Background: an optimization exercise with open tools, aiming at small area and a short achievable clock period. Do not read the settings as production practice.
The RTL was checked by simulation tests, not by an equivalence proof against the original design.
Power figures rest on the tool's default switching activity, not on a simulated workload.

### design/flow/flow/run.sh
#!/bin/bash
# The standard layout, with two changes: no full/half adder cells
# (ADDER_MAP_FILE left empty, so ABC maps the adder logic itself), and plain
# buffers (instead of the slow delay-cell default) buffer the ports.
set -euo pipefail
export BUFFER_PORTS_ARGS="-buffer_cell sky130_fd_sc_hd__buf_2"
bash standard.sh ADDER_MAP_FILE= finish > standard_flow.log 2>&1
### design/flow/standard.sh
#!/bin/bash
# synth_recipe.tcl (not shown) runs the flow's synth.tcl, then flattens the netlist and writes it again
# the make line also repeats each setting of config.mk as NAME=value (left out here)
make -C /OpenROAD-flow-scripts/flow DESIGN_CONFIG=/design/flow/config.mk WORK_HOME=/design/flow/orfs CLKGATE_MAP_FILE= SYNTH_SCRIPT=/design/flow/synth_recipe.tcl "${@:-finish}"
### design/flow/config.mk
export PLATFORM = sky130hd
export DESIGN_NAME = alu_top
export DESIGN_NICKNAME = alu_top
export VERILOG_FILES = /design/flow/design.v
export SDC_FILE = /design/flow/constraint.sdc
export NUM_CORES = 4
export LEC_CHECK = 0
export ABC_AREA = 1
export CAP_MARGIN = 20
export CORE_MARGIN = 2
export CORE_UTILIZATION = 40
export GPL_TIMING_DRIVEN = 0
export SETUP_SLACK_MARGIN = 4.5
export SLEW_MARGIN = 20
### design/flow/constraint.sdc
create_clock -name core_clock -period 10.5 [get_ports {clk}]
set_input_delay 2.1000 -clock core_clock [delete_from_list [all_inputs] [get_ports {clk}]]
set_output_delay 2.1000 -clock core_clock [all_outputs]
set_load 0.01 [all_outputs]
### design/flow/design.v
package aluOpPkg;
    typedef enum logic [2-1:0] {
        UNIT_NONE  = 2'b00,
        UNIT_ARITH = 2'b01,
        UNIT_LOGIC = 2'b10,  
        UNIT_BITS  = 2'b11   
    } aluUnit_e;
    typedef enum logic [2+4-1:0] {
        ALU_NOP    = 6'h00,
        ALU_ADD    = 6'h10,
        ALU_SUB    = 6'h11,
        ALU_INCA   = 6'h12,
        ALU_DECA   = 6'h13,
        ALU_NEG    = 6'h14,
        ALU_ABS    = 6'h15,
        ALU_SLT    = 6'h16,
        ALU_SLTU   = 6'h17,
        ALU_MIN    = 6'h18,
        ALU_MINU   = 6'h19,
        ALU_MAX    = 6'h1a,
        ALU_MAXU   = 6'h1b,  
        ALU_AND    = 6'h20,
        ALU_OR     = 6'h21,
        ALU_XOR    = 6'h22,
        ALU_NAND   = 6'h23,
        ALU_NOR    = 6'h24,
        ALU_XNOR   = 6'h25,
        ALU_ANDN   = 6'h26,
        ALU_ORN    = 6'h27,
        ALU_XORN   = 6'h28,
        ALU_NOT    = 6'h29,
        ALU_SLL    = 6'h30,
        ALU_SRL    = 6'h31,
        ALU_SRA    = 6'h32,
        ALU_ROL    = 6'h33,
        ALU_ROR    = 6'h34,
        ALU_CLZ    = 6'h35,
        ALU_CTZ    = 6'h36,
        ALU_PCNT   = 6'h37,
        ALU_BITREV = 6'h38,
        ALU_BSWAP  = 6'h39
    } aluOp_e;
    typedef struct packed {
        aluUnit_e                   unit;
        logic [4-1:0] func;
    } aluOpFields_s;
    typedef union packed {
        aluOp_e       op;
        aluOpFields_s fields;
    } aluOpWord_u;
    localparam int arithFuncCount = 12;
    localparam int logicFuncCount = 10;
    localparam int bitsFuncCount  = 10;
    function automatic logic [2-1:0] unitOf(
            input logic [2+4-1:0] word);
        logic [2-1:0] unit;
        logic [4-1:0] func;
        logic                       known;
        unit = word[4 +: 2];
        func = word[4-1:0];
        case (unit)
            UNIT_ARITH: known = func < arithFuncCount;
            UNIT_LOGIC: known = func < logicFuncCount;
            UNIT_BITS:  known = func < bitsFuncCount;
            default:    known = 1'b0;
        endcase
        unitOf = known ? unit : UNIT_NONE;
    endfunction
endpackage
package aluResultPkg;
    typedef struct packed {
        logic carryOut;    
        logic overflow;
        logic evenParity;  
        logic oddParity;
        logic sign;
        logic zero;
    } aluFlags_s;
    typedef struct packed {
        logic [32-1:0] opA;
        logic [32-1:0] opB;
        logic                  cIn;
        logic [2+4-1:0] op;  
    } aluRequest_s;
    typedef struct packed {
        logic [32-1:0] value;
        logic                  carryOut;
        logic                  overflow;
    } unitResult_s;
    typedef struct packed {
        logic [32-1:0] result;
        aluFlags_s             flags;
        logic                  outValid;
    } aluResponse_s;
endpackage
module alu_top (
    input  logic                       clk,
    input  logic                       reset,
    input  logic                       enable,
    input  logic [2+4-1:0] op,
    input  logic [32-1:0]      opA,
    input  logic [32-1:0]      opB,
    input  logic                       cIn,
    output logic [32-1:0]      result,
    output logic [6-1:0] flags,
    output logic                       outValid
);
    logic [1:0] unit;
    logic [3:0] fn;
    assign unit = op[5:4];
    assign fn   = op[3:0];
    logic isArith, isLogic, isBits;
    assign isArith = (unit == 2'b01) && (fn < 4'd12);
    assign isLogic = (unit == 2'b10) && (fn < 4'd10);
    assign isBits  = (unit == 2'b11) && (fn < 4'd10);
    logic        useB, invY, invX, addC, selP, selG;
    logic [31:0] x, y, p, g, sum;
    logic        cout;
    assign useB = unit[1] ? ~(fn[3] & fn[0]) : (fn[3] | ~(fn[2] ^ fn[1]));
    assign invY = unit[1] ? (fn[3] | fn[2] | (fn[1] & fn[0]))
                          : (fn[3] | (fn[2] & fn[1]) | (~fn[2] & fn[0]));
    assign invX = unit[1] ? (~fn[3] & (fn[2] ? (~fn[1] & ~fn[0]) : (fn[1] & fn[0])))
                          : (~fn[3] & fn[2] & ~fn[1]);
    assign addC = fn[3] | fn[2] | (fn[1] ? ~fn[0] : (cIn ^ fn[0]));
    assign selP = isLogic & (fn != 4'd0) & (fn != 4'd4) & (fn != 4'd6);
    assign selG = isLogic & ((fn == 4'd0) | (fn == 4'd1) | (fn == 4'd3) | (fn == 4'd4)
                           | (fn == 4'd6) | (fn == 4'd7));
    assign x = opA ^ {32{invX}};
    assign y = (opB & {32{useB}}) ^ {32{invY}};
    assign p = x ^ y;
    assign g = x & y;
    logic [31:0] G, P;
    always_comb begin
        G = g;
        P = p;
        G[0] = g[0] | (p[0] & addC);
        for (int l = 0; l < 5; l++) begin
            for (int i = 0; i < 32; i++) begin
                if ((i % (2 << l)) == (2 << l) - 1) begin
                    G[i] = G[i] | (P[i] & G[i - (1 << l)]);
                    P[i] = P[i] & P[i - (1 << l)];
                end
            end
        end
        for (int l = 3; l >= 0; l--) begin
            for (int i = 0; i < 32; i++) begin
                if ((i % (2 << l)) == (1 << l) - 1 && i >= (2 << l)) begin
                    G[i] = G[i] | (P[i] & G[i - (1 << l)]);
                    P[i] = P[i] & P[i - (1 << l)];
                end
            end
        end
    end
    assign sum  = p ^ {G[30:0], addC};
    assign cout = G[31];
    logic addCarry, addOvf;
    assign addCarry = (fn[3:2] == 2'b00) & (cout ^ fn[0]);
    assign addOvf   = ((fn[3:2] == 2'b00) | (fn == 4'd5))
                    & (x[31] == y[31]) & (sum[31] != x[31]);
    logic ltFlip, pickFlip, lt, pickA;
    assign ltFlip   = ~fn[0] & (opA[31] ^ opB[31]);
    assign pickFlip = ltFlip ^ fn[1];
    assign lt       = ~(cout ^ ltFlip);
    assign pickA    = ~(cout ^ pickFlip);
    logic [31:0] logicRes;
    assign logicRes = ({32{selP}} & p) | ({32{selG}} & g);
    logic        left, revIn, isRot, fill;
    logic [4:0]  r;
    logic [31:0] rev, xin, rot, shiftRes, bswap;
    assign left  = (fn == 4'd0) | (fn == 4'd3);
    assign revIn = left | (fn == 4'd5) | (fn == 4'd8);
    assign isRot = (fn == 4'd3) | (fn == 4'd4);
    assign fill  = (fn == 4'd2) & opA[31];
    assign r     = (fn == 4'd8) ? 5'd0 : opB[4:0];
    always_comb begin
        for (int i = 0; i < 32; i++) rev[i] = opA[31-i];
        for (int i = 0; i < 4; i++) bswap[8*i +: 8] = opA[24-8*i +: 8];
    end
    assign xin = revIn ? rev : opA;
    always_comb begin
        logic [31:0] t, n;
        t = xin;
        for (int k = 0; k < 5; k++) begin
            for (int i = 0; i < 32; i++) begin
                if (i + (1 << k) < 32)
                    n[i] = r[k] ? t[i + (1 << k)] : t[i];
                else
                    n[i] = r[k] ? (isRot ? t[i + (1 << k) - 32] : fill) : t[i];
            end
            t = n;
        end
        rot = t;
        for (int i = 0; i < 32; i++) shiftRes[i] = left ? rot[31-i] : rot[i];
    end
    logic [5:0] tz;
    always_comb begin
        logic [31:0] v1;
        logic [15:0] v2;
        logic [7:0]  v4;
        logic [3:0]  v8;
        logic [1:0]  v16;
        logic [0:0]  c2  [16];
        logic [1:0]  c4  [8];
        logic [2:0]  c8  [4];
        logic [3:0]  c16 [2];
        logic [4:0]  c32;
        v1 = xin;
        for (int i = 0; i < 16; i++) begin
            v2[i] = v1[2*i] | v1[2*i+1];
            c2[i] = ~v1[2*i];
        end
        for (int i = 0; i < 8; i++) begin
            v4[i] = v2[2*i] | v2[2*i+1];
            c4[i] = v2[2*i] ? {1'b0, c2[2*i]} : {1'b1, c2[2*i+1]};
        end
        for (int i = 0; i < 4; i++) begin
            v8[i] = v4[2*i] | v4[2*i+1];
            c8[i] = v4[2*i] ? {1'b0, c4[2*i]} : {1'b1, c4[2*i+1]};
        end
        for (int i = 0; i < 2; i++) begin
            v16[i] = v8[2*i] | v8[2*i+1];
            c16[i] = v8[2*i] ? {1'b0, c8[2*i]} : {1'b1, c8[2*i+1]};
        end
        c32 = v16[0] ? {1'b0, c16[0]} : {1'b1, c16[1]};
        tz  = (v16[0] | v16[1]) ? {1'b0, c32} : 6'd32;
    end
    logic [5:0] pc;
    always_comb begin
        logic [1:0] p2 [16];
        logic [2:0] p3 [8];
        logic [3:0] p4 [4];
        logic [4:0] p5 [2];
        for (int i = 0; i < 16; i++) p2[i] = {1'b0, opA[2*i]} + {1'b0, opA[2*i+1]};
        for (int i = 0; i < 8; i++)  p3[i] = {1'b0, p2[2*i]} + {1'b0, p2[2*i+1]};
        for (int i = 0; i < 4; i++)  p4[i] = {1'b0, p3[2*i]} + {1'b0, p3[2*i+1]};
        for (int i = 0; i < 2; i++)  p5[i] = {1'b0, p4[2*i]} + {1'b0, p4[2*i+1]};
        pc = {1'b0, p5[0]} + {1'b0, p5[1]};
    end
    logic [31:0] bitsRes;
    always_comb begin
        case (fn)
            4'd5, 4'd6: bitsRes = {26'd0, tz};
            4'd7:       bitsRes = {26'd0, pc};
            4'd9:       bitsRes = bswap;
            default:    bitsRes = shiftRes;
        endcase
    end
    logic [31:0] early, value;
    logic        known, selArith, selSum, selSlt, selMM, selAbsA, selMinA, selMinB, selBits, load;
    assign selArith = isArith & ~reset;
    assign selSum   = selArith & ((fn[3:2] == 2'b00) | (fn == 4'd4) | ((fn == 4'd5) & opA[31]));
    assign selAbsA  = selArith & (fn == 4'd5) & ~opA[31];
    assign selSlt   = selArith & (fn[3:1] == 3'b011);
    assign selMM    = selArith & fn[3];
    assign selMinA  = (pickA ? selMM : 1'b0) | selAbsA;
    assign selMinB  = pickA ? 1'b0 : selMM;
    assign selBits  = isBits & ~reset;
    assign known    = (isArith | isLogic | isBits) & ~reset;
    assign early    = ({32{selSum}} & sum)
                    | ({32{~reset}} & logicRes)
                    | ({32{selBits}}  & bitsRes);
    assign value    = early | ({32{selMinA}} & opA) | ({32{selMinB}} & opB)
                    | {31'd0, selSlt & lt};
    assign load     = enable | reset;
    logic carryQ, ovfQ, knownQ;
    always_ff @(posedge clk) begin
        outValid <= enable & ~reset;
        if (load) begin
            result <= value;
            carryQ <= selArith & addCarry;
            ovfQ   <= selArith & addOvf;
            knownQ <= known;
        end
    end
    logic oddQ;
    assign oddQ  = ^result;
    assign flags = {carryQ, ovfQ, knownQ & ~oddQ, oddQ, result[31], knownQ & ~|result};
endmodule
==> run notes, run 1 <==
CP max-delay cell=a32oi_1; fraction of layout cells with a size suffix above 1=0.104; most used cell, CP=o21ai_0; cell count after synthesis=1,833; antenna-violating nets left=0; net count after synthesis=around 1,900; CTS root buf=clkbuf_16; Clock Sinks=36; largest net degree at the start of global routing=36; Setup CP Type=in2reg; endpoints failing setup=0; placed cells=2,261; final worst-path setup slack=4.61 ns; delay of the slowest cell on the worst path=0.40 ns; Avg Synthesized Cell Area=~5.3 um2; top cells by area, synth=nand2_1, o21ai_0, edfxtp_1, inv_1, nand3_1; post-synth top area share=0.244; Core ar.=23,600 um2; VDD IR-drop max=0.000156 V; post-synthesis xor/xnor area fraction=0.0944; H-tree Lvls=2; Tot GR Track Use=0.339; total CTS buffers=5; CP Max Fanout=10; fmax=approximately 170 MHz; async set-reset flop share out of synthesis=0; Post-Synthesis Cell Area=9680 um2; status=finished clean; Required @ worst endpoint=around 10 ns; maximum capacitance violations=0; Yosys warning count=9; Routed WL per cell=around 20 um; P_leak=0.00532 uW; CP Launch Type=input pin; fin cells=2,272; CTS Buffer Depth=2; Setup crit end kind=flip-flop; vias in the first global route=approximately 12,000; Synth Area in Adders=0; Final nets=2,026; First-pass DRT Iterations=8; Synth Flop Type=edfxtp_1; largest family of logic cells by synthesized area=simple AND/OR/NAND/NOR gates; slew margin rel.=0.376; Synth-to-Final Area Change=12.2%; DP Worst Slack=4.00 ns; Yosys cell types=59; Seq. cell area=1070 um2; worst min-delay path class=in2reg; area leader, netlist=nand2_1; number of flops mapped to enable cells by yosys=35; Rows=56; die width=between 150 and 200 um; Post-route DRC=0; Overflow after GRT=0; area of the multi-input gates=7420 um2; Compound-Gate Fraction of Synth Area=0.254; Critical Path Source=op[3]; Synth Area in Simple Gates=0.396; hold path start=enable; IO Port Bufs=109; synthesized flop and latch total=36; Layout Utilization=0.460; Cell Pwr Density=117 nW/um2; Die ar.=~25,000 um2; Ports=between 100 and 150; Seq/Total Area, Yosys=0.111; Starting DRT DRC Count=~1,300; initial antenna violation count=0; CTS clk-pin slew, worst paths=0.06 ns; Cell Chain, Critical Path=buf_2 > inv_1 > nor2_1 > nand2_1 > nand3_4 > clkbuf_2 > o21ai_0 > o21ai_0 > o21ai_0 > o21ai_0 > nand2_1 > o21ai_0 > o21ai_0 > nand2_1 > o211ai_1 > a32oi_1 > o2111ai_1; HPWL reported at the end of detailed placement=37.6 mm; period utilization=0.561; GP Congestion=1.03; RSZ-0062 raised after global routing=true; Via density=~5.6; final count of pins violating max slew=0; Hold Slack=a little over 2 ns; CP Buf/Inv Count=3; setup_tns=0 ns; effective utilization at floorplan=0.410; CP top delay family=compound AO/OA/AOI/OAI gates; Final Hold Fails=0; vias=12,802; Antenna Cells=0; Die H=160 um; mux share of post-synthesis cell area=0.0166; Least-Margin Pin Slew=between 0.9 and 1 ns; minimum clock period=5.89 ns; fillers=2,682; first-pass GRT wire length=67.0 mm; TritonCTS clock tree=built; Arr. time, crit path=5.88 ns; Total Routed Length=44.7 mm
==> synthesized netlist by cell type, drive strengths merged (3+ instances only) <==
| master | instances |
|---|---|
| a211oi | 3 |
| a21boi | 5 |
| a21oi | 94 |
| a221oi | 4 |
| a31oi | 21 |
| a32o | 4 |
| buf | 31 |
| clkbuf | 55 |
| clkinv | 3 |
| edfxtp | 35 |
| inv | 214 |
| mux2i | 16 |
| nand2 | 634 |
| nand3 | 117 |
| nand3b | 3 |
| nand4 | 21 |
| nor2 | 132 |
| nor3 | 8 |
| nor4 | 7 |
| o2111ai | 6 |
| o211ai | 12 |
| o21a | 5 |
| o21ai | 263 |
| o21bai | 3 |
| o22ai | 15 |
| or2 | 8 |
| xnor2 | 53 |
| xor2 | 47 |
==> registers in the layout (all words and copies together), names as in the netlist <==
signal and count:
carryQ 1, knownQ 1, outValid 1, ovfQ 1, result 32
==> worst paths after layout <==
check / cells past startpoint / to / slack (ns)
worst max-delay path: 17 / result[10] / 4.61
worst min-delay path: 3 / outValid / 2.04
==> stage by stage <==
stage               instance area, um2  total power, uW
floorplan                         9680              842
global placement                 10600             1090
detailed placement               10600             1100
CTS                              10800             1250
global route                     10900             1380
finish                           10900             1270
==> final cells by class <==
cell class,instances,share of cell area
Clock buffer,6,0.0119
Tap cell,319,0.0368
Clock inverter,2,0.00104
Buffer,86,0.0402
Sequential cell,36,0.0987
Inverter,217,0.0753
Multi-Input combinational cell,1494,0.684
Timing Repair Buffer,112,0.0523
==> cell families (layout without fill, tap and decap cells) <==
kind of cell | count (synthesis) | count (layout)
mux | 16 | 16
flops | 36 | 36
buf+inv | 303 | 423
simple gates | 934 | 934
compound gates | 444 | 444
xor+xnor | 100 | 100
==> repair_timing <==
action,CTS,global route
hold buffers,0,0
pin swaps,0,4
resized for setup,5,56
endpoints found under the setup margin,9,32
buffers inserted,0,3
==> tightest hold or removal path: stages <==
cell    delay [ns]
buf_2         0.07
inv_1         0.05
nor2_1        0.07
==> layout by cell type (no fill, tap or decap), types with 8 or more instances in the layout <==
| master | Yosys | layout |
|---|---|---|
| o21ai_0 | 254 | 224 |
| o22ai_1 | 15 | 15 |
| o21ai_1 | 7 | 36 |
| nor3_1 | 8 | 8 |
| inv_2 | 10 | 10 |
| inv_1 | 203 | 203 |
| buf_4 | 10 | 14 |
| nand4_1 | 21 | 21 |
| xor2_1 | 42 | 42 |
| o211ai_1 | 12 | 12 |
| mux2i_1 | 16 | 16 |
| nor2_1 | 125 | 121 |
| nand3_1 | 116 | 113 |
| nand2_2 | 4 | 8 |
| nand2_1 | 629 | 625 |
| buf_2 | 6 | 115 |
| a31oi_1 | 20 | 20 |
| xnor2_1 | 53 | 53 |
| a21oi_1 | 93 | 92 |
| buf_1 | 9 | 9 |
| edfxtp_1 | 35 | 35 |
| clkbuf_1 | 55 | 49 |
| nor2_2 | 6 | 9 |
==> metal layers <==
layer,track usage,vias to the layer above,routed length [um],part of all wire
met3,0.0383,150,3980,0.089
met4,0.191,0,2750,0.061
met5,0,-,0,0
met1,0.432,5776,18100,0.41
met2,0.558,624,19900,0.44
li1,-,6252,-,-
==> power by group <==
part           leakage (uW)  internal (uW)  switching (uW)
Combinational       0.00487            318             610
Clock             0.0000645           87.1            57.1
Sequential         0.000385            181            16.4
Total               0.00532            585             683
==> run 2: changes to the inputs <==
--- a/design/flow/flow/run.sh
+++ b/design/flow/flow/run.sh
@@ -4,4 +4,4 @@
 # buffers (instead of the slow delay-cell default) buffer the ports.
 set -euo pipefail
-export BUFFER_PORTS_ARGS="-buffer_cell sky130_fd_sc_hd__buf_2"
+export BUFFER_PORTS_ARGS="-buffer_cell sky130_fd_sc_hd__buf_1"
 bash standard.sh ADDER_MAP_FILE= finish > standard_flow.log 2>&1
--- a/design/flow/config.mk
+++ b/design/flow/config.mk
@@ -9,6 +9,5 @@
 export CAP_MARGIN = 20
 export CORE_MARGIN = 2
-export CORE_UTILIZATION = 40
-export GPL_TIMING_DRIVEN = 0
+export CORE_UTILIZATION = 50
 export SETUP_SLACK_MARGIN = 4.5
 export SLEW_MARGIN = 20
==> run 2 against run 1 <==
  * Combinational power down 5.1%
  * Worst setup slack gained 0.056 ns
  * Critical path depth is 5 higher
  * Still clean on timing, DRC and antenna
  * Critical endpoint is now result[2]
==> run notes, run 2 <==
HPWL reported at the end of detailed placement=33.0 mm (was 37.6 mm); Avg Synthesized Cell Area=5.28 um2 (unchanged); Post-Synthesis Cell Area=9680 um2 (unchanged); Yosys warning count=9 (unchanged); fraction of layout cells with a size suffix above 1=0.0537 (was 0.104); Starting DRT DRC Count=1,403 (was 1,271); CTS clk-pin slew, worst paths=0.06 ns (about the same); First-pass DRT Iterations=8 (unchanged); Core ar.=18,800 um2 (was 23,600 um2); fmax=171 MHz (was 170 MHz); Synth Flop Type=edfxtp_1 (unchanged); CP Launch Type=input pin (unchanged); initial antenna violation count=1 (was 0); minimum clock period=5.83 ns (was 5.89 ns); Rows=50 (was 56); cell count after synthesis=1,833 (unchanged); CTS root buf=clkbuf_16 (unchanged); most common cell in the netlist=nand2_1 (unchanged); GP Congestion=1.07 (was 1.03); largest net degree at the start of global routing=44 (was 36); sw frac=0.550 (was 0.538); endpoints failing setup=0 (unchanged); cts hold-fix bufs=0 (unchanged); Seq/Total Area, Yosys=0.111 (unchanged); NetSw=675 uW (was 683 uW); Post-route DRC=0 (unchanged); Setup crit end kind=flip-flop (unchanged); Overflow after GRT=0 (unchanged); top cells by area, synth=nand2_1, o21ai_0, edfxtp_1, inv_1, nand3_1 (unchanged); area leader, netlist=nand2_1 (unchanged); most used cell, CP=o21ai_0 (unchanged); IO Port Bufs=112 (was 109); Hold Slack=2.05 ns (was 2.04 ns); status=finished clean (unchanged); Final nets=1,971 (was 2,026); Placement Cell Area=10,100 um2 (was 10,600 um2); Synth-to-Final Area Change=9.30% (was 12.2%); WHS Path Cells=3 (unchanged); H-tree Lvls=2 (unchanged); hold path start=enable (unchanged); post-route cell area=10,600 um2 (was 10,900 um2); Worst Hold End=outValid (unchanged); effective utilization at floorplan=0.514 (was 0.410); die width=143 um (was 160 um); Yosys cell types=59 (unchanged); CP Buf/Inv Count=5 (was 3); Die H=143 um (was 160 um); CP max-delay cell=mux2i_1 (was a32oi_1); net count after synthesis=1,907 (unchanged); GR Util met2=0.632 (was 0.558); top cells by count, synth=nand2_1, o21ai_0, inv_1 (unchanged); first-pass GRT wire length=62.2 mm (was 67.0 mm); setup_tns=0 ns (unchanged); Reg power frac=0.162 (was 0.155); maximum capacitance violations=0 (unchanged); async set-reset flop share out of synthesis=0 (unchanged); delay of the slowest cell on the worst path=0.32 ns (was 0.40 ns); commonest non-fill, non-tap cell in the layout=nand2_1 (unchanged); Cell Chain, Critical Path=buf_2 > inv_2 > nor2_1 > nor2_1 > nand2_2 > buf_12 > nand3_4 > clkbuf_4 > nand2_1 > o21ai_0 > inv_1 > nand2_1 > o21ai_0 > o21ai_0 > mux2i_1 > mux2i_1 > o21ai_0 > o21ai_0 > a21oi_1 > o21ai_0 > nand3_1 > nand4_1 (was buf_2 > inv_1 > nor2_1 > nand2_1 > nand3_4 > clkbuf_2 > o21ai_0 > o21ai_0 > o21ai_0 > o21ai_0 > nand2_1 > o21ai_0 > o21ai_0 > nand2_1 > o211ai_1 > a32oi_1 > o2111ai_1); Total Routed Length=42.5 mm (was 44.7 mm); Largest Register=result (unchanged); TritonCTS clock tree=built (unchanged); CP top delay family=compound AO/OA/AOI/OAI gates (unchanged); slew margin rel.=0.326 (was 0.376); most frequent cells in the layout=nand2_1, o21ai_0, inv_1 (unchanged); Routed WL per cell=19.7 um (about the same); Required @ worst endpoint=10.48 ns (was 10.49 ns); CTS Buffer Depth=2 (unchanged); synthesized flop and latch total=36 (unchanged); Clock Sinks=36 (unchanged); Ports=113 (unchanged); Cell Pwr Density=116 nW/um2 (was 117 nW/um2); routing usage on met3=0.0687 (was 0.0383); internal power=552 uW (was 585 uW); Arr. time, crit path=5.81 ns (was 5.88 ns); RSZ-0062 raised after global routing=true (unchanged); Most Crowded Layer GR=met2 (unchanged); vias=12,798 (was 12,802); Tot Pwr=1230 uW (was 1270 uW); antenna-violating nets left=0 (unchanged); Least-Margin Pin Slew=1.01 ns (was 0.928 ns); Comb power frac=0.717 (was 0.731); clock network power share=0.121 (was 0.114); number of flops mapped to enable cells by yosys=35 (unchanged); vias in the first global route=10,872 (was 11,520); Antenna Cells=0 (unchanged); Die ar.=20,500 um2 (was 25,400 um2); final count of pins violating max slew=0 (unchanged); Final Hold Fails=0 (unchanged); Via density=5.93 (was 5.63); M1 GR Usage=0.513 (was 0.432); Setup CP Type=in2reg (unchanged); CP Max Fanout=22 (was 10); VDD IR-drop max=0.0000770 V (was 0.000156 V); Largest register FFs=32 (unchanged); post-synth top area share=0.244 (unchanged); total CTS buffers=5 (unchanged); worst min-delay path class=in2reg (unchanged); P_leak=0.00501 uW (was 0.00532 uW); period utilization=0.555 (was 0.561); Tot GR Track Use=0.398 (was 0.339)
run 2: power by group through the flow:
stage | Clock, uW | Sequential [uW] | Combinational (uW)
final | 148 | 199 | 880
after global routing | 155 | 200 | 979
after CTS | 149 | 198 | 846
after detailed placement | 0 | 201 | 839
after global placement | 0 | 201 | 828
after floorplan | 0 | 205 | 637
run 2: cell type report:
cell class	count	area, um2
well taps	260	325
repair buffers	139	701
clock inverters	3	18.8
clock buffers	5	125
multi-input cells	1498	7500
flip-flops and latches	36	1070
fillers	2075	8260
inverters	217	831
run 2: how the worst max path moves through the flow:
stage | end | cells past startpoint | startpoint | slack [ns]
after global placement | result[12] | 19 | op[0] | 3.22
after detailed placement | result[12] | 19 | op[0] | 3.18
after floorplan | result[31] | 27 | op[1] | 5.40
after CTS | result[9] | 17 | op[3] | 4.52
final | result[2] | 22 | op[1] | 4.67
after global routing | result[11] | 26 | op[0] | 4.47
run 2: logic make-up after synthesis:
logic type      count (synthesis)  share of synthesized area
xor+xnor                      100                     0.0944
flops                          36                      0.111
simple gates                  934                      0.396
buf+inv                       303                      0.128
mux                            16                     0.0166
compound gates                444                      0.254
run 2: metal layers:
layer | vias up | part of all wire
met4 | 2 | 0.065
met5 | - | 0.00031
met3 | 178 | 0.12
met1 | 5691 | 0.39
li1 | 6145 | -
met2 | 782 | 0.43
run 2: per-stage QoR:
stage                     cells  utilization  worst slack, ns
after global placement     2136        0.539             3.22
after detailed placement   2136        0.539             3.18
final                      2158        0.562             4.67
after floorplan            1833            -             5.40
after CTS                  2146        0.550             4.52
after global routing       2158        0.562             4.47
run 2: what timing repair did:
| item | CTS | global route |
|---|---|---|
| gates resized for setup | 18 | 39 |
| buffers inserted | 0 | 8 |
| endpoints found under the setup margin | 34 | 34 |
| pin swaps | 1 | 5 |
| hold endpoints to repair | 0 | 0 |
| cloned | 2 | 4 |
run 2: tightest hold or removal path: stages:
cell    delay [ns]
buf_1         0.07
inv_1         0.07
nor2_1        0.04
==> run 3: changes to the inputs <==
--- a/design/flow/flow/run.sh
+++ b/design/flow/flow/run.sh
@@ -4,4 +4,4 @@
 # buffers (instead of the slow delay-cell default) buffer the ports.
 set -euo pipefail
-export BUFFER_PORTS_ARGS="-buffer_cell sky130_fd_sc_hd__buf_1"
+export BUFFER_PORTS_ARGS="-buffer_cell sky130_fd_sc_hd__buf_2"
 bash standard.sh ADDER_MAP_FILE= finish > standard_flow.log 2>&1
--- a/design/flow/config.mk
+++ b/design/flow/config.mk
@@ -9,5 +9,5 @@
 export CAP_MARGIN = 20
 export CORE_MARGIN = 2
-export CORE_UTILIZATION = 50
-export SETUP_SLACK_MARGIN = 4.5
+export CORE_UTILIZATION = 40
+export SETUP_SLACK_MARGIN = 4.7
 export SLEW_MARGIN = 20
==> run 3 against run 2 <==
  * Critical path depth grew 1
  * Largest power group unchanged
  * First-iteration DRC count rose by 11%
  * Combinational power rose by 3.5%
  * Flip-flop and latch count unchanged
  * Clock power up 14%
  * Highest routed layer is now met4
  * Critical endpoint is now result[25]
==> run notes, run 3 <==
Total Routed Length=43.0 mm (was 42.5 mm); Overflow after GRT=0 (unchanged); maximum capacitance violations=0 (unchanged); post-synth top area share=0.244 (unchanged); Routed WL per cell=19.4 um (was 19.7 um); most common cell in the netlist=nand2_1 (unchanged); total CTS buffers=5 (unchanged); Synth-to-Final Area Change=13.5% (was 9.30%); slew margin rel.=0.384 (was 0.326); Antenna Cells=0 (unchanged); Starting DRT DRC Count=1,556 (was 1,403); Core ar.=23,600 um2 (was 18,800 um2); Tot Pwr=1280 uW (was 1230 uW); Synth Flop Type=edfxtp_1 (unchanged); initial antenna violation count=0 (was 1); Seq. cell area=1070 um2 (unchanged); Largest Register=result (unchanged); endpoints failing setup=0 (unchanged); HPWL reported at the end of detailed placement=33.6 mm (was 33.0 mm); setup_tns=0 ns (unchanged); CP Launch Type=input pin (unchanged); antenna-violating nets left=0 (unchanged); post-synthesis xor/xnor area fraction=0.0944 (unchanged); area of the multi-input gates=7560 um2 (was 7500 um2); largest family of logic cells by synthesized area=simple AND/OR/NAND/NOR gates (unchanged); GP Congestion=1.03 (was 1.07); Synth Area in Adders=0 (unchanged); Yosys warning count=9 (unchanged); Via density=5.72 (was 5.93); top cells by area, synth=nand2_1, o21ai_0, edfxtp_1, inv_1, nand3_1 (unchanged); Avg Synthesized Cell Area=5.28 um2 (unchanged); commonest non-fill, non-tap cell in the layout=nand2_1 (unchanged); TritonCTS clock tree=built (unchanged); Clock Sinks=36 (unchanged); period utilization=0.535 (was 0.555); Seq/Total Area, Yosys=0.111 (unchanged); Post-Synthesis Cell Area=9680 um2 (unchanged); Required @ worst endpoint=10.62 ns (was 10.48 ns); number of flops mapped to enable cells by yosys=35 (unchanged); First-pass DRT Iterations=8 (unchanged); top cells by count, synth=nand2_1, o21ai_0, inv_1 (unchanged); Final Hold Fails=0 (unchanged); internal power=591 uW (was 552 uW); sw frac=0.538 (was 0.550); effective utilization at floorplan=0.410 (was 0.514); cell count after synthesis=1,833 (unchanged); cts hold-fix bufs=0 (unchanged); CP Max Fanout=41 (was 22); VDD IR-drop max=0.000136 V (was 0.0000770 V); vias in the first global route=10,910 (was 10,872); most frequent cells in the layout=nand2_1, inv_1, o21ai_0 (was nand2_1, o21ai_0, inv_1); NetSw=689 uW (was 675 uW); vias=12,705 (was 12,798); Rows=56 (was 50); CTS Buffer Depth=2 (unchanged); minimum clock period=5.62 ns (was 5.83 ns); Synth Area in Simple Gates=0.396 (unchanged); Ports=113 (unchanged); fillers=2,622 (was 2,075); async set-reset flop share out of synthesis=0 (unchanged); CTS clk-pin slew, worst paths=0.06 ns (about the same); Reg power frac=0.157 (was 0.162); Cell Pwr Density=117 nW/um2 (was 116 nW/um2); die width=160 um (was 143 um); clock network power share=0.132 (was 0.121); Setup crit end kind=flip-flop (unchanged); Compound-Gate Fraction of Synth Area=0.254 (unchanged); Least-Margin Pin Slew=0.920 ns (was 1.01 ns); Die H=160 um (was 143 um); Comb power frac=0.712 (was 0.717); first-pass GRT wire length=63.6 mm (was 62.2 mm); net count after synthesis=1,907 (unchanged); P_leak=0.00535 uW (was 0.00501 uW); CTS root buf=clkbuf_16 (unchanged); fraction of layout cells with a size suffix above 1=0.125 (was 0.0537); Die ar.=25,400 um2 (was 20,500 um2); Setup CP Type=in2reg (unchanged); Final nets=1,974 (was 1,971); largest net degree at the start of global routing=65 (was 44); area leader, netlist=nand2_1 (unchanged); mux share of post-synthesis cell area=0.0166 (unchanged); Arr. time, crit path=5.74 ns (was 5.81 ns); Post-route DRC=0 (unchanged); fmax=178 MHz (was 171 MHz); synthesized flop and latch total=36 (unchanged); final count of pins violating max slew=0 (unchanged); Largest register FFs=32 (unchanged); Tot GR Track Use=0.316 (was 0.398); RSZ-0062 raised after global routing=false (was true); IO Port Bufs=112 (unchanged); status=finished clean (unchanged); Yosys cell types=59 (unchanged); worst min-delay path class=in2reg (unchanged); H-tree Lvls=2 (unchanged)
## run 3: worst max-delay path, stage by stage
cell       delay, ns
buf_2           0.17
inv_1           0.14
nor2_4          0.15
nor2_1          0.09
nand2_1         0.11
buf_12          0.21
nand3_4         0.15
clkbuf_16       0.25
o21ai_1         0.30
inv_1           0.10
o21ai_0         0.36
nand2_1         0.09
o21ai_1         0.16
nand2_1         0.11
nand2_1         0.09
nand2_1         0.05
o21ai_1         0.22
o21ai_0         0.14
o21ai_0         0.18
nand2_1         0.09
o211ai_1        0.14
a31oi_1         0.19
o2111ai_1       0.15
## run 3: layer usage
metal,wire (um),part of all wire,vias up,track usage
li1,-,-,6141,-
met1,18400,0.43,5830,0.446
met2,19000,0.44,649,0.510
met3,4100,0.095,85,0.0320
met4,1510,0.035,0,0.0893
met5,0,0,-,0
## run 3: repair_timing
action,in CTS,in global routing
setup endpoints to repair,32,33
gates cloned,0,4
buffers inserted,0,16
pin swaps,0,9
resized for setup,16,125
## run 3: kinds of logic after synthesis
kind of cell           count (synthesis)
flip-flops                            36
AO/OA/AOI/OAI                        444
XOR/XNOR                             100
buffers and inverters                303
AND/OR/NAND/NOR                      934
multiplexers                          16
## run 3: layout make-up
type	instances	area share
timing repair inverter	1	0.000684
multi-input combinational	1494	0.689
timing repair buffer	145	0.0847
clock buffer	8	0.0142
sequential	36	0.0976
inverter	217	0.0780
tap	319	0.0364
## run 3: final timing paths
check	startpoint	to	cells past startpoint
worst max-delay path	op[0]	result[25]	23
worst min-delay path	enable	outValid	3
## run 3: power groups by stage
| stage | clock network [uW] | registers, uW | logic (uW) |
|---|---|---|---|
| floorplan | 0 | 205 | 637 |
| global placement | 0 | 203 | 846 |
| detailed placement | 0 | 204 | 853 |
| CTS | 166 | 201 | 859 |
| global route | 171 | 203 | 1010 |
| finish | 168 | 201 | 911 |
## run 3: metrics by stage
stage	util	setup WS, ns	area (um2)	instances	hold slack (ns)
5_1_grt	0.465	4.69	11000	2220	2.06
3_3_place_gp	0.438	3.95	10300	2192	2.33
3_5_place_dp	0.438	3.99	10300	2192	2.33
6_report	0.465	4.88	11000	2220	2.04
2_1_floorplan	-	5.40	9680	1833	2.22
4_1_cts	0.445	4.60	10500	2200	2.03
==> run 4: changes to the inputs <==
--- a/design/flow/config.mk
+++ b/design/flow/config.mk
@@ -10,4 +10,5 @@
 export CORE_MARGIN = 2
 export CORE_UTILIZATION = 40
-export SETUP_SLACK_MARGIN = 4.7
+export SETUP_SLACK_MARGIN = 4.5
 export SLEW_MARGIN = 20
+export TNS_END_PERCENT = 50
==> run 4 against run 3 <==
  * Sequential power hardly changed
  * Utilization is 1.6 points lower
  * First-iteration DRC count is 1.9% lower
  * Synthesized area stayed put
  * Worst hold slack worse by 0.0021 ns
  * Sequential share of layout area is 0.34 points higher
  * Cell area is 3.4% lower
  * Via count is 2.1% lower
  * Largest power group unchanged
==> run notes, run 4 <==
Top Metal Used=met4 (unchanged); Largest register FFs=32 (unchanged); Via density=5.65 (was 5.72); Seq/Total Area, Yosys=0.111 (unchanged); Setup crit end kind=flip-flop (unchanged); Largest Register=result (unchanged); IO Port Bufs=112 (unchanged); Synth Flop Type=edfxtp_1 (unchanged); Overflow after GRT=0 (unchanged); Comb power frac=0.706 (was 0.712); Reg power frac=0.161 (was 0.157); most common cell in the netlist=nand2_1 (unchanged); largest family of logic cells by synthesized area=simple AND/OR/NAND/NOR gates (unchanged); vias in the first global route=10,911 (was 10,910); net count after synthesis=1,907 (unchanged); fmax=174 MHz (was 178 MHz); Layout Utilization=0.449 (was 0.465); Ports=113 (unchanged); Avg Synthesized Cell Area=5.28 um2 (unchanged); Yosys cell types=59 (unchanged); commonest non-fill, non-tap cell in the layout=nand2_1 (unchanged); effective utilization at floorplan=0.410 (unchanged); Tot GR Track Use=0.316 (about the same); RSZ-0062 raised after global routing=false (unchanged); Post-route DRC=0 (unchanged); Hold Slack=2.04 ns (about the same); Met2 Routed Length=18.5 mm (was 19.0 mm); slew margin rel.=0.382 (was 0.384); first-pass GRT wire length=63.6 mm (about the same); CP Max Fanout=64 (was 41); final count of pins violating max slew=0 (unchanged); TritonCTS clock tree=built (unchanged); sw frac=0.539 (was 0.538); minimum clock period=5.75 ns (was 5.62 ns); Tot Pwr=1250 uW (was 1280 uW); area leader, netlist=nand2_1 (unchanged); CTS Buffer Depth=2 (unchanged); Synth Area in Adders=0 (unchanged); GP Congestion=1.03 (unchanged); die width=160 um (unchanged); Final Hold Fails=0 (unchanged); NetSw=674 uW (was 689 uW); P_leak=0.00520 uW (was 0.00535 uW); setup_tns=0 ns (unchanged); synthesized flop and latch total=36 (unchanged); CTS root buf=clkbuf_16 (unchanged); Met3 Wirelength=4.12 mm (was 4.10 mm); Final nets=1,957 (was 1,974); fraction of layout cells with a size suffix above 1=0.101 (was 0.125); Cell Pwr Density=118 nW/um2 (was 117 nW/um2); Synth-to-Final Area Change=9.60% (was 13.5%); antenna-violating nets left=0 (unchanged); worst min-delay path class=in2reg (unchanged); Die ar.=25,400 um2 (unchanged); Rows=56 (unchanged); largest net degree at the start of global routing=65 (unchanged); Critical Path Source=op[0] (unchanged); status=finished clean (unchanged); initial antenna violation count=0 (unchanged); most frequent cells in the layout=nand2_1, o21ai_0, inv_1 (was nand2_1, inv_1, o21ai_0); Placement Cell Area=10,300 um2 (unchanged); top cells by area, synth=nand2_1, o21ai_0, edfxtp_1, inv_1, nand3_1 (unchanged); Post-Synthesis Cell Area=9680 um2 (unchanged); clock network power share=0.134 (was 0.132); maximum capacitance violations=0 (unchanged); Critical path destination=result[14] (was result[25]); period utilization=0.547 (was 0.535); post-route cell area=10,600 um2 (was 11,000 um2); Arr. time, crit path=5.90 ns (was 5.74 ns); HPWL reported at the end of detailed placement=33.6 mm (unchanged); Routed WL per cell=19.1 um (was 19.4 um); number of flops mapped to enable cells by yosys=35 (unchanged); Compound-Gate Fraction of Synth Area=0.254 (unchanged); H-tree Lvls=2 (unchanged); CTS clk-pin slew, worst paths=0.05 ns (was 0.06 ns); mux share of post-synthesis cell area=0.0166 (unchanged); wire length on met1=18.1 mm (was 18.4 mm); top cells by count, synth=nand2_1, o21ai_0, inv_1 (unchanged); Synth Area in Simple Gates=0.396 (unchanged); Core ar.=23,600 um2 (unchanged); vias=12,444 (was 12,705); endpoints failing setup=0 (unchanged); Setup CP Type=in2reg (unchanged); Clock Sinks=36 (unchanged); post-synthesis xor/xnor area fraction=0.0944 (unchanged); Yosys warning count=9 (unchanged); Least-Margin Pin Slew=0.924 ns (was 0.920 ns); total CTS buffers=5 (unchanged); CP Launch Type=input pin (unchanged); VDD IR-drop max=0.000136 V (about the same); post-synth top area share=0.244 (unchanged); Antenna Cells=0 (unchanged); async set-reset flop share out of synthesis=0 (unchanged); First-pass DRT Iterations=6 (was 8); Die H=160 um (unchanged); internal power=576 uW (was 591 uW); Starting DRT DRC Count=1,527 (was 1,556); Total Routed Length=42.0 mm (was 43.0 mm); Required @ worst endpoint=10.65 ns (was 10.62 ns); cell count after synthesis=1,833 (unchanged)
run 4: timing repair:
| item | in CTS | in global routing |
|---|---|---|
| setup endpoints to repair | 30 | 33 |
| setup buffers | 0 | 2 |
| hold buffers | 0 | 0 |
| cloned | 0 | 1 |
| resized for setup | 5 | 55 |
run 4: worst min-delay path by stage:
stage / cells after the start / start / to / slack (ns)
3_5_place_dp: 3 / enable / outValid / 2.33
3_3_place_gp: 3 / enable / outValid / 2.33
2_1_floorplan: 2 / enable / outValid / 2.22
4_1_cts: 3 / enable / outValid / 2.03
5_1_grt: 3 / enable / outValid / 2.06
6_report: 3 / enable / outValid / 2.04
run 4: per-layer routing:
layer  GRT usage  up-vias
met1       0.446     5638
met3      0.0320       75
met2       0.510      627
met4      0.0893        0
li1            -     6104
met5           0        -
run 4: power by group through the flow:
stage / Combinational (uW) / Clock [uW] / Sequential [uW]
floorplan: 637 / 0 / 205
global placement: 846 / 0 / 203
detailed placement: 853 / 0 / 204
CTS: 858 / 166 / 201
global route: 983 / 170 / 203
finish: 881 / 167 / 201
run 4: per-stage QoR:
stage / worst slack (ns) / std cells
floorplan: 5.40 / 1833
global placement: 3.95 / 2192
detailed placement: 3.99 / 2192
CTS: 4.51 / 2200
global route: 4.50 / 2203
finish: 4.75 / 2203
run 4: kinds of logic after synthesis:
kind of cell,after synthesis
AOI/OAI and AO/OA,444
and+or+nand+nor,934
DFF,36
muxes,16
xor gates and xnor gates,100
buffers and inverters,303
run 4: area by class of cell:
type	count	area, um2
Fill cell	2640	13000
Multi-Input combinational cell	1494	7410
Sequential cell	36	1070
Inverter	217	830
Timing Repair Buffer	128	726
Tap cell	319	399
Clock buffer	8	156
Timing Repair inverter	1	7.51
run 4: worst max-delay path, stage by stage:
cell     delay (ns)
buf_2          0.15
inv_1          0.14
nor2_2         0.08
nor2_1         0.19
nand2_1        0.13
buf_12         0.19
nand3_2        0.10
buf_12         0.26
nand2_1        0.10
o21ai_1        0.13
inv_1          0.10
o21ai_0        0.19
inv_1          0.09
o21ai_0        0.38
o21ai_0        0.18
o21ai_0        0.30
o21ai_0        0.12
o21ai_1        0.26
o21ai_0        0.16
a21oi_1        0.26
a21oi_1        0.16
nand4_1        0.11
==> run 5: changes to the inputs <==
--- a/design/flow/config.mk
+++ b/design/flow/config.mk
@@ -9,6 +9,5 @@
 export CAP_MARGIN = 20
 export CORE_MARGIN = 2
-export CORE_UTILIZATION = 40
+export CORE_UTILIZATION = 55
 export SETUP_SLACK_MARGIN = 4.5
 export SLEW_MARGIN = 20
-export TNS_END_PERCENT = 50
==> run 5 against run 4 <==
  * Still clean on timing, DRC and antenna
  * Power shrank 1.6%
  * Final cell count down 4.0%
  * Count of clock-buffer cells in the layout shrank 2
  * Combinational power about the same
  * Non-clock buffer count rose by 1
  * Wire length is 4.2% lower
  * First-iteration DRC count is 1.3% higher
==> run notes, run 5 <==
Final nets=1,961 (was 1,957); fillers=1,796 (was 2,640); minimum clock period=5.85 ns (was 5.75 ns); Setup crit end kind=flip-flop (unchanged); most used cell, CP=nand2_1 (was o21ai_0); First-pass DRT Iterations=6 (unchanged); cell count after synthesis=1,833 (unchanged); Cell Chain, Critical Path=buf_2 > inv_1 > nor2_1 > nand2_1 > nand2_1 > buf_4 > clkinvlp_2 > nand2_1 > o21ai_0 > mux2i_1 > nand2_1 > o21ai_0 > o21ai_0 > o21ai_1 > a21oi_1 > a221oi_1 > nand3_1 (was buf_2 > inv_1 > nor2_2 > nor2_1 > nand2_1 > buf_12 > nand3_2 > buf_12 > nand2_1 > o21ai_1 > inv_1 > o21ai_0 > inv_1 > o21ai_0 > o21ai_0 > o21ai_0 > o21ai_0 > o21ai_1 > o21ai_0 > a21oi_1 > a21oi_1 > nand4_1); Die ar.=18,700 um2 (was 25,400 um2); Post-Synthesis Cell Area=9680 um2 (unchanged); CP max-delay cell=clkinvlp_2 (was o21ai_0); Cell Pwr Density=117 nW/um2 (was 118 nW/um2); delay of the slowest cell on the worst path=0.55 ns (was 0.38 ns); Synth-to-Final Area Change=8.97% (was 9.60%); TritonCTS clock tree=built (unchanged); Avg Synthesized Cell Area=5.28 um2 (unchanged); Synth Flop Type=edfxtp_1 (unchanged); Largest Register=result (unchanged); Via density=5.99 (was 5.65); Tot GR Track Use=0.417 (was 0.316); P_leak=0.00524 uW (was 0.00520 uW); vias in the first global route=10,753 (was 10,911); status=finished clean (unchanged); CP Max Fanout=32 (was 64); fraction of layout cells with a size suffix above 1=0.101 (about the same); Yosys cell types=59 (unchanged); Layout Utilization=0.612 (was 0.449); Routed WL per cell=19.1 um (about the same); Final Hold Fails=0 (unchanged); fmax=171 MHz (was 174 MHz); effective utilization at floorplan=0.561 (was 0.410); largest net degree at the start of global routing=43 (was 65); most frequent cells in the layout=nand2_1, o21ai_0, inv_1 (unchanged); top cells by count, synth=nand2_1, o21ai_0, inv_1 (unchanged); GP Congestion=1.06 (was 1.03); Starting DRT DRC Count=1,547 (was 1,527); VDD IR-drop max=0.000194 V (was 0.000136 V); Largest register FFs=32 (unchanged); maximum capacitance violations=0 (unchanged); RSZ-0062 raised after global routing=false (unchanged); setup_tns=0 ns (unchanged); net count after synthesis=1,907 (unchanged); most common cell in the netlist=nand2_1 (unchanged); synthesized flop and latch total=36 (unchanged); IO Port Bufs=112 (unchanged); Clock Sinks=36 (unchanged); CP Launch Type=input pin (unchanged); antenna-violating nets left=0 (unchanged); async set-reset flop share out of synthesis=0 (unchanged); final count of pins violating max slew=0 (unchanged); Core ar.=17,200 um2 (was 23,600 um2); Yosys warning count=9 (unchanged); CTS Buffer Depth=2 (unchanged); top cells by area, synth=nand2_1, o21ai_0, edfxtp_1, inv_1, nand3_1 (unchanged); Rows=48 (was 56); slew margin rel.=0.332 (was 0.382); Die H=137 um (was 160 um); HPWL reported at the end of detailed placement=31.4 mm (was 33.6 mm); initial antenna violation count=2 (was 0); Seq/Total Area, Yosys=0.111 (unchanged); H-tree Lvls=2 (unchanged); Total Routed Length=40.3 mm (was 42.0 mm); Post-route DRC=0 (unchanged); period utilization=0.557 (was 0.547); area leader, netlist=nand2_1 (unchanged); Least-Margin Pin Slew=0.999 ns (was 0.924 ns); first-pass GRT wire length=59.3 mm (was 63.6 mm); Overflow after GRT=0 (unchanged); cts hold-fix bufs=0 (unchanged); Required @ worst endpoint=10.51 ns (was 10.65 ns); worst min-delay path class=in2reg (unchanged); Ports=113 (unchanged); endpoints failing setup=0 (unchanged); die width=137 um (was 160 um); commonest non-fill, non-tap cell in the layout=nand2_1 (unchanged); total CTS buffers=5 (unchanged); vias=12,668 (was 12,444); Setup CP Type=in2reg (unchanged); Arr. time, crit path=5.86 ns (was 5.90 ns); CTS root buf=clkbuf_16 (unchanged); CTS clk-pin slew, worst paths=0.06 ns (was 0.05 ns); post-synth top area share=0.244 (unchanged); number of flops mapped to enable cells by yosys=35 (unchanged)
[run 5: timing repair]
| action | CTS | global route |
|---|---|---|
| endpoints found under the hold margin | 0 | 0 |
| resized for setup | 7 | 35 |
| setup endpoints to repair | 32 | 34 |
| pin swaps | 1 | 2 |
| cloned | 1 | 4 |
| setup buffers | 0 | 3 |
[run 5: kinds of logic (layout without fill, tap and decap cells)]
kind of cell / count (synthesis) / after routing / synth area share
and+or+nand+nor: 934 / 937 / 0.396
AOI/OAI and AO/OA: 444 / 444 / 0.254
buffers and inverters: 303 / 355 / 0.128
xor gates and xnor gates: 100 / 100 / 0.0944
DFF: 36 / 36 / 0.111
muxes: 16 / 16 / 0.0166
other: 0 / 1 / 0
[run 5: layout make-up]
cell class                 instances  area, um2  share of cell area
multi-input combinational       1497       7470               0.708
sequential                        36       1070               0.102
inverter                         217        828              0.0786
timing repair buffer             129        738              0.0700
tap                              225        282              0.0267
clock buffer                       6        139              0.0132
clock inverter                     2       10.0            0.000949
timing repair inverter             1       5.00            0.000475
antenna                            1       2.50            0.000237
[run 5: worst paths after layout]
check	start	end	slack (ns)	depth (start not counted)
worst min-delay path	enable	outValid	2.03	3
worst max-delay path	op[3]	result[9]	4.65	17
[run 5: worst max-delay path: cells and delay by family]
kind	cells	cell delay [ns]
compound gates	6	1.22
buf+inv	4	1.20
mux	1	0.23
simple gates	6	1.09
[run 5: through the flow]
step | total power, uW | worst slack, ns | cells | hold slack [ns] | instance area (um2)
3_3_place_gp | 1040 | 3.51 | 2097 | 2.32 | 10200
2_1_floorplan | 842 | 5.40 | 1833 | 2.22 | 9680
6_report | 1230 | 4.65 | 2114 | 2.03 | 10500
4_1_cts | 1200 | 4.49 | 2106 | 2.04 | 10400
3_5_place_dp | 1040 | 3.47 | 2097 | 2.33 | 10200
5_1_grt | 1340 | 4.49 | 2113 | 2.04 | 10500
[run 5: power by group]
group	switching [uW]	internal, uW	total (uW)
combinational	585	294	879
sequential	17.9	180	198
clock	58.3	93.5	152
[run 5: per-layer routing]
layer / GRT usage / vias to the layer above / wire (um)
met5: 0 / - / 13
li1: - / 6138 / -
met2: 0.652 / 799 / 17000
met1: 0.526 / 5541 / 15200
met3: 0.0959 / 188 / 5140
met4: 0.237 / 2 / 2920
==> run 6: changes to the inputs <==
--- a/design/flow/design.v
+++ b/design/flow/design.v
@@ -263,16 +263,13 @@
                     | {31'd0, selSlt & lt};
     assign load     = enable | reset;
-    logic carryQ, ovfQ, knownQ;
+    logic odd;
+    assign odd = ^value;
     always_ff @(posedge clk) begin
         outValid <= enable & ~reset;
         if (load) begin
             result <= value;
-            carryQ <= selArith & addCarry;
-            ovfQ   <= selArith & addOvf;
-            knownQ <= known;
-        end
-    end
-    logic oddQ;
-    assign oddQ  = ^result;
-    assign flags = {carryQ, ovfQ, knownQ & ~oddQ, oddQ, result[31], knownQ & ~|result};
+            flags  <= {selArith & addCarry, selArith & addOvf, known & ~odd, odd,
+                       value[31], known & ~|value};
+        end
+    end
 endmodule
--- a/design/flow/config.mk
+++ b/design/flow/config.mk
@@ -9,5 +9,5 @@
 export CAP_MARGIN = 20
 export CORE_MARGIN = 2
-export CORE_UTILIZATION = 55
-export SETUP_SLACK_MARGIN = 4.5
+export CORE_UTILIZATION = 50
+export SETUP_SLACK_MARGIN = 3.8
 export SLEW_MARGIN = 20
==> run 6 against run 5 <==
  * Still clean
  * Synthesized cell count up 8.7%
  * Count of clock-buffer cells in the layout unchanged
  * Critical path depth increased by 18
  * Sequential share of layout area shrank 0.61 points
  * Die area grew 16%
  * First-iteration DRC count fell by 7.7%
  * Largest cell class unchanged
  * Largest power group unchanged
==> run notes, run 6 <==
sw frac=0.549 (was 0.538); Tot GR Track Use=0.382 (was 0.417); Critical Path Source=op[3] (unchanged); Layout Utilization=0.586 (was 0.612); Largest Register=result (unchanged); hold path start=enable (unchanged); Clock Sinks=38 (was 36); Reg power frac=0.153 (was 0.161); CP max-delay cell=o21ai_0 (was clkinvlp_2); fillers=2,222 (was 1,796); commonest non-fill, non-tap cell in the layout=nand2_1 (unchanged); Required @ worst endpoint=10.56 ns (was 10.51 ns); Core ar.=20,200 um2 (was 17,200 um2); Setup CP Type=in2reg (unchanged); RSZ-0062 raised after global routing=true (was false); Post-route DRC=0 (unchanged); area leader, netlist=nand2_1 (unchanged); NetSw=708 uW (was 662 uW); status=finished clean (unchanged); setup_tns=0 ns (unchanged); Die H=147 um (was 137 um); delay of the slowest cell on the worst path=0.47 ns (was 0.55 ns); endpoints failing setup=0 (unchanged); CTS clk-pin slew, worst paths=0.06 ns (about the same); effective utilization at floorplan=0.509 (was 0.561); TritonCTS clock tree=built (unchanged); clock network power share=0.125 (was 0.123); async set-reset flop share out of synthesis=0 (unchanged); die width=147 um (was 137 um); minimum clock period=6.55 ns (was 5.85 ns); CTS Buffer Depth=2 (unchanged); fin cells=2,353 (was 2,114); Starting DRT DRC Count=1,428 (was 1,547); initial antenna violation count=1 (was 2); Via density=5.85 (was 5.99); CTS root buf=clkbuf_16 (unchanged); Total Routed Length=44.7 mm (was 40.3 mm); Final nets=2,155 (was 1,961); final count of pins violating max slew=0 (unchanged); Routed WL per cell=19.0 um (was 19.1 um); Yosys warning count=9 (unchanged); CP Max Fanout=29 (was 32); placed cells=2,309 (was 2,097); Cell Pwr Density=109 nW/um2 (was 117 nW/um2); top cells by area, synth=nand2_1, o21ai_0, edfxtp_1, nand3_1, inv_1 (was nand2_1, o21ai_0, edfxtp_1, inv_1, nand3_1); CP top delay family=simple AND/OR/NAND/NOR gates (was compound AO/OA/AOI/OAI gates); top cells by count, synth=nand2_1, o21ai_0, inv_1 (unchanged); fraction of layout cells with a size suffix above 1=0.161 (was 0.101); Ports=113 (unchanged); largest net degree at the start of global routing=66 (was 43); Arr. time, crit path=6.61 ns (was 5.86 ns); Rows=52 (was 48); internal power=582 uW (was 568 uW); most common cell in the netlist=nand2_1 (unchanged); slew margin rel.=0.399 (was 0.332); first-pass GRT wire length=65.2 mm (was 59.3 mm); Final Hold Fails=0 (unchanged); post-synth top area share=0.270 (was 0.244); fmax=153 MHz (was 171 MHz); Synth Flop Type=edfxtp_1 (unchanged); Setup crit end kind=flip-flop (unchanged); period utilization=0.624 (was 0.557); Avg Synthesized Cell Area=5.17 um2 (was 5.28 um2); Yosys cell types=59 (unchanged); worst min-delay path class=in2reg (unchanged); Least-Margin Pin Slew=0.899 ns (was 0.999 ns); Seq/Total Area, Yosys=0.110 (was 0.111); CP Launch Type=input pin (unchanged); Synth-to-Final Area Change=15.2% (was 8.97%); Top Metal Used=met4 (was met5); antenna-violating nets left=0 (unchanged); synthesized flop and latch total=38 (was 36); IO Port Bufs=112 (unchanged); GP Congestion=1.03 (was 1.06); Met3 Wirelength=5.06 mm (was 5.14 mm); P_leak=0.00616 uW (was 0.00524 uW); cts hold-fix bufs=0 (unchanged); Die ar.=21,700 um2 (was 18,700 um2); WHS Path Cells=3 (unchanged); Met2 Routed Length=20.1 mm (was 17.0 mm); maximum capacitance violations=0 (unchanged); Comb power frac=0.722 (was 0.715); Largest register FFs=31 (was 32); vias=13,767 (was 12,668); wire length on met1=17.1 mm (was 15.2 mm); most used cell, CP=nand2_1 (unchanged); H-tree Lvls=2 (unchanged); First-pass DRT Iterations=8 (was 6); Overflow after GRT=0 (unchanged); most frequent cells in the layout=nand2_1, inv_1, o21ai_0 (was nand2_1, o21ai_0, inv_1); CP Buf/Inv Count=12 (was 4); Post-Synthesis Cell Area=10,300 um2 (was 9680 um2); largest registers=result x31, flags x6, outValid x1; Worst Hold End=outValid (unchanged); vias in the first global route=11,735 (was 10,753); net count after synthesis=2,066 (was 1,907); HPWL reported at the end of detailed placement=34.0 mm (was 31.4 mm); Hold Slack=2.03 ns (about the same); total CTS buffers=5 (unchanged); cell count after synthesis=1,992 (was 1,833); number of flops mapped to enable cells by yosys=37 (was 35); VDD IR-drop max=0.0000813 V (was 0.000194 V)
-- run 6: changes by cell type in the layout (fill, tap and decap cells not counted), moves of 21 or more --
cell | previous run | this run
nand3_1 | 115 | 157
nand2_1 | 628 | 729
nor2_2 | 5 | 27
inv_2 | 10 | 31
o21ai_1 | 24 | 66
buf_4 | 13 | 34
xnor2_1 | 53 | 18
o21ai_0 | 237 | 173
-- run 6: worst max path at each step --
| stage | cells after the start | slack [ns] | endpoint |
|---|---|---|---|
| 4_1_cts | 38 | 3.80 | flags[3] |
| 6_report | 35 | 3.95 | flags[3] |
| 2_1_floorplan | 36 | 4.59 | flags[3] |
| 3_5_place_dp | 38 | 2.61 | flags[3] |
| 5_1_grt | 39 | 3.65 | flags[3] |
| 3_3_place_gp | 36 | 2.78 | flags[3] |
-- run 6: logic make-up after synthesis --
kind of cell,after synthesis,share of synthesized area
simple gates,1118,0.454
compound gates,423,0.225
buf+inv,319,0.125
xor+xnor,82,0.0742
flops,38,0.110
mux,12,0.0117
-- run 6: power by group through the flow --
stage	Clock, uW	Sequential [uW]	Combinational [uW]
final	162	197	931
after CTS	163	197	855
after floorplan	0	213	610
after global placement	0	201	831
after global routing	165	199	1030
after detailed placement	0	200	844
-- run 6: routing by layer --
layer  vias up  track usage
met5         -            0
met4         0        0.172
met3       169       0.0623
met2       787        0.630
met1      6135        0.493
li1       6676            -
-- run 6: final cells by class --
class                      count  area, um2  share of cell area
antenna                        1       2.50            0.000211
clock inverter                 2       12.5             0.00106
timing repair buffer         159       1030              0.0869
clock buffer                   6        139              0.0117
inverter                     236        942              0.0795
tap                          270        338              0.0285
timing repair inverter         4       27.5             0.00232
multi-input combinational   1637       8230               0.694
sequential                    38       1130              0.0954
-- run 6: timing repair --
action | in CTS | in global routing
cloned | 0 | 10
gates resized for setup | 32 | 150
setup buffers | 8 | 17
pin swaps | 2 | 14
hold endpoints to repair | 0 | 0
endpoints found under the setup margin | 5 | 3
-- run 6: stage by stage --
step,power [uW],setup WS [ns],area [um2]
floorplan,824,4.59,10300
global placement,1030,2.78,11000
detailed placement,1040,2.61,11000
CTS,1220,3.80,11200
global route,1400,3.65,11900
finish,1290,3.95,11900
==> run 7: changes to the inputs <==
--- a/design/flow/config.mk
+++ b/design/flow/config.mk
@@ -9,5 +9,5 @@
 export CAP_MARGIN = 20
 export CORE_MARGIN = 2
-export CORE_UTILIZATION = 50
-export SETUP_SLACK_MARGIN = 3.8
+export CORE_UTILIZATION = 40
+export SETUP_SLACK_MARGIN = 3.3
 export SLEW_MARGIN = 20
==> run 7 against run 6 <==
  * Die area is 24% higher
  * Fmax is 4.1% lower
  * Clock power is 7% lower
  * Critical endpoint unchanged
  * Sequential power hardly changed
  * Non-clock buffer count is 14 lower
  * Still clean
  * Synthesized cell count stayed put
==> run notes, run 7 <==
Post-route DRC=0 (unchanged); endpoints failing setup=0 (unchanged); Required @ worst endpoint=10.56 ns (about the same); Antenna Cells=0 (was 1); Most Crowded Layer GR=met2 (unchanged); Final nets=2,137 (was 2,155); number of flops mapped to enable cells by yosys=37 (unchanged); Overflow after GRT=0 (unchanged); GP Congestion=1.00 (was 1.03); total CTS buffers=5 (unchanged); CP max-delay cell=o21ai_0 (unchanged); Via density=5.66 (was 5.85); period utilization=0.651 (was 0.624); Post-Synthesis Cell Area=10,300 um2 (unchanged); vias=13,544 (was 13,767); RSZ-0062 raised after global routing=false (was true); Final Hold Fails=0 (unchanged); Core ar.=25,300 um2 (was 20,200 um2); Seq/Total Area, Yosys=0.110 (unchanged); H-tree Lvls=2 (unchanged); top cells by count, synth=nand2_1, o21ai_0, inv_1 (unchanged); IO Port Bufs=112 (unchanged); CP Max Fanout=34 (was 29); area leader, netlist=nand2_1 (unchanged); CP Buf/Inv Count=4 (was 12); antenna-violating nets left=0 (unchanged); status=finished clean (unchanged); M1 GR Usage=0.440 (was 0.493); worst min-delay path class=in2reg (unchanged); initial antenna violation count=0 (was 1); Die ar.=27,000 um2 (was 21,700 um2); Arr. time, crit path=6.89 ns (was 6.61 ns); P_leak=0.00600 uW (was 0.00616 uW); async set-reset flop share out of synthesis=0 (unchanged); most common cell in the netlist=nand2_1 (unchanged); DP Worst Slack=2.79 ns (was 2.61 ns); Starting DRT DRC Count=1,523 (was 1,428); maximum capacitance violations=0 (unchanged); Routed WL per cell=19.2 um (was 19.0 um); Cell Pwr Density=108 nW/um2 (was 109 nW/um2); minimum clock period=6.83 ns (was 6.55 ns); vias in the first global route=11,961 (was 11,735); CP Launch Type=input pin (unchanged); Avg Synthesized Cell Area=5.17 um2 (unchanged); CTS clk-pin slew, worst paths=0.06 ns (about the same); final count of pins violating max slew=0 (unchanged); Least-Margin Pin Slew=1.13 ns (was 0.899 ns); Clock Sinks=38 (unchanged); CTS root buf=clkbuf_16 (unchanged); commonest non-fill, non-tap cell in the layout=nand2_1 (unchanged); fmax=146 MHz (was 153 MHz); Ports=113 (unchanged); slew margin rel.=0.242 (was 0.399); Rows=58 (was 52); final worst-path setup slack=3.67 ns (was 3.95 ns); Largest register FFs=31 (unchanged); HPWL reported at the end of detailed placement=36.8 mm (was 34.0 mm); CP top delay family=simple AND/OR/NAND/NOR gates (unchanged); delay of the slowest cell on the worst path=0.71 ns (was 0.47 ns); Setup crit end kind=flip-flop (unchanged); First-pass DRT Iterations=9 (was 8); Setup CP Type=in2reg (unchanged); Yosys warning count=9 (unchanged); Die H=164 um (was 147 um); most used cell, CP=nand2_1 (unchanged); CTS Buffer Depth=2 (unchanged); top cells by area, synth=nand2_1, o21ai_0, edfxtp_1, nand3_1, inv_1 (unchanged); TritonCTS clock tree=built (unchanged); Total Routed Length=45.9 mm (was 44.7 mm); synthesized flop and latch total=38 (unchanged); largest registers=result x31, flags x6, outValid x1 (unchanged); fraction of layout cells with a size suffix above 1=0.127 (was 0.161); Tot GR Track Use=0.330 (was 0.382); post-synth top area share=0.270 (unchanged); Largest Register=result (unchanged); Yosys cell types=59 (unchanged); largest net degree at the start of global routing=66 (unchanged); first-pass GRT wire length=68.0 mm (was 65.2 mm); routing usage on met3=0.0490 (was 0.0623); Synth-to-Final Area Change=11.2% (was 15.2%); cell count after synthesis=1,992 (unchanged); Synth Flop Type=edfxtp_1 (unchanged); effective utilization at floorplan=0.408 (was 0.509); VDD IR-drop max=0.0000814 V (was 0.0000813 V); setup_tns=0 ns (unchanged); GR Util met2=0.522 (was 0.630); most frequent cells in the layout=nand2_1, inv_1, o21ai_0 (unchanged); net count after synthesis=2,066 (unchanged); die width=164 um (was 147 um)
==> run 7: cell counts after synthesis <==
Identical to the previous run, type by type.
==> run 7: final cells by class <==
class,count,area (um2)
fill,2882,13800
inverter,236,900
multi-input combinational,1636,8010
sequential,38,1130
timing repair buffer,145,848
tap,330,413
timing repair inverter,1,7.51
clock inverter,2,10.0
clock buffer,6,129
==> run 7: where the power goes <==
part / leakage, uW / internal (uW) / switching (uW)
clock network: 0.0000706 / 87.3 / 62.9
logic: 0.00552 / 275 / 619
registers: 0.000407 / 192 / 4.69
total: 0.00600 / 554 / 687
==> run 7: worst paths after layout <==
kind	endpoint	start	cells after the start	slack, ns
min	outValid	enable	3	2.01
max	flags[3]	op[3]	31	3.67
==> run 7: worst min-delay path: cells and delay by family <==
| family | cells | cell delay (ns) |
|---|---|---|
| buffers and inverters | 2 | 0.11 |
| AND/OR/NAND/NOR | 1 | 0.07 |
==> run 7: metrics by stage <==
step / std cells / utilization / cell area (um2) / hold WS (ns) / power, uW
global route: 2394 / 0.453 / 11400 / 2.05 / 1360
detailed placement: 2375 / 0.439 / 11100 / 2.32 / 1060
global placement: 2375 / 0.439 / 11100 / 2.32 / 1050
finish: 2394 / 0.453 / 11400 / 2.01 / 1240
floorplan: 1992 / - / 10300 / 2.22 / 824
CTS: 2390 / 0.448 / 11300 / 2.01 / 1220
==> run 7: metal layers <==
layer | vias to the layer above | share of wire
met5 | - | 0
met3 | 136 | 0.089
met4 | 0 | 0.052
met2 | 652 | 0.44
li1 | 6610 | -
met1 | 6146 | 0.42
==> run 7: cell families (layout without fill, tap and decap cells) <==
| kind of cell | Yosys count | count (layout) | share of synthesized area |
|---|---|---|---|
| AOI/OAI and AO/OA | 423 | 423 | 0.225 |
| muxes | 12 | 12 | 0.0117 |
| xor gates and xnor gates | 82 | 82 | 0.0742 |
| DFF | 38 | 38 | 0.110 |
| and+or+nand+nor | 1118 | 1119 | 0.454 |
| buffers and inverters | 319 | 390 | 0.125 |
==> run 7: what timing repair did <==
item	4_1_cts	5_1_grt
cloned	0	2
resized for setup	3	76
pin swaps	2	2
endpoints found under the hold margin	0	0
setup buffers	7	2
hold buffers	0	0
endpoints found under the setup margin	3	3

==> static timing again, ports no longer ideal <==
Ports are ideal in the flow. The routed layouts listed here were re-timed in OpenROAD.
Step 1 (the two cells are an assumption about what drives the block):
set clk [get_ports {clk}]
set_driving_cell -lib_cell sky130_fd_sc_hd__clkbuf_16 $clk
set_driving_cell -lib_cell sky130_fd_sc_hd__buf_2 [delete_from_list [all_inputs] $clk]
Step 2 times the ports against the registers' clock, not the clock port: input delays grow and output delays shrink by t, the midpoint of the rising clock arrivals with the driver on.
a / b / c = ideal / step 1 / step 2; a / b = the first two.
| run | shift t [ns] | setup WS [ns] | worst setup path after step 2 | worst slew at a driven data input, ns | pins driven straight from the clock port |
|---|---|---|---|---|---|
| run 1 | 0.320 | 4.613 / 4.625 / 4.305 | input to register | 0.05 | 1 |
| run 2 | 0.324 | 4.668 / 4.687 / 4.363 | input to register | 0.04 | 1 |
| run 3 | 0.335 | 4.880 / 4.895 / 4.560 | input to register | 0.04 | 1 |
| run 4 | 0.333 | 4.754 / 4.773 / 4.440 | input to register | 0.05 | 1 |
| run 5 | 0.325 | 4.649 / 4.668 / 4.343 | input to register | 0.08 | 1 |
| run 6 | 0.336 | 3.947 / 3.971 / 3.636 | input to register | 0.04 | 1 |
| run 7 | 0.337 | 3.669 / 3.692 / 3.355 | input to register | 0.04 | 1 |
After both steps setup and hold are still met in every run listed. For run 3, which loses most, drivers alone change the setup slack by +0.015 ns; drivers and shift together by -0.320 ns.
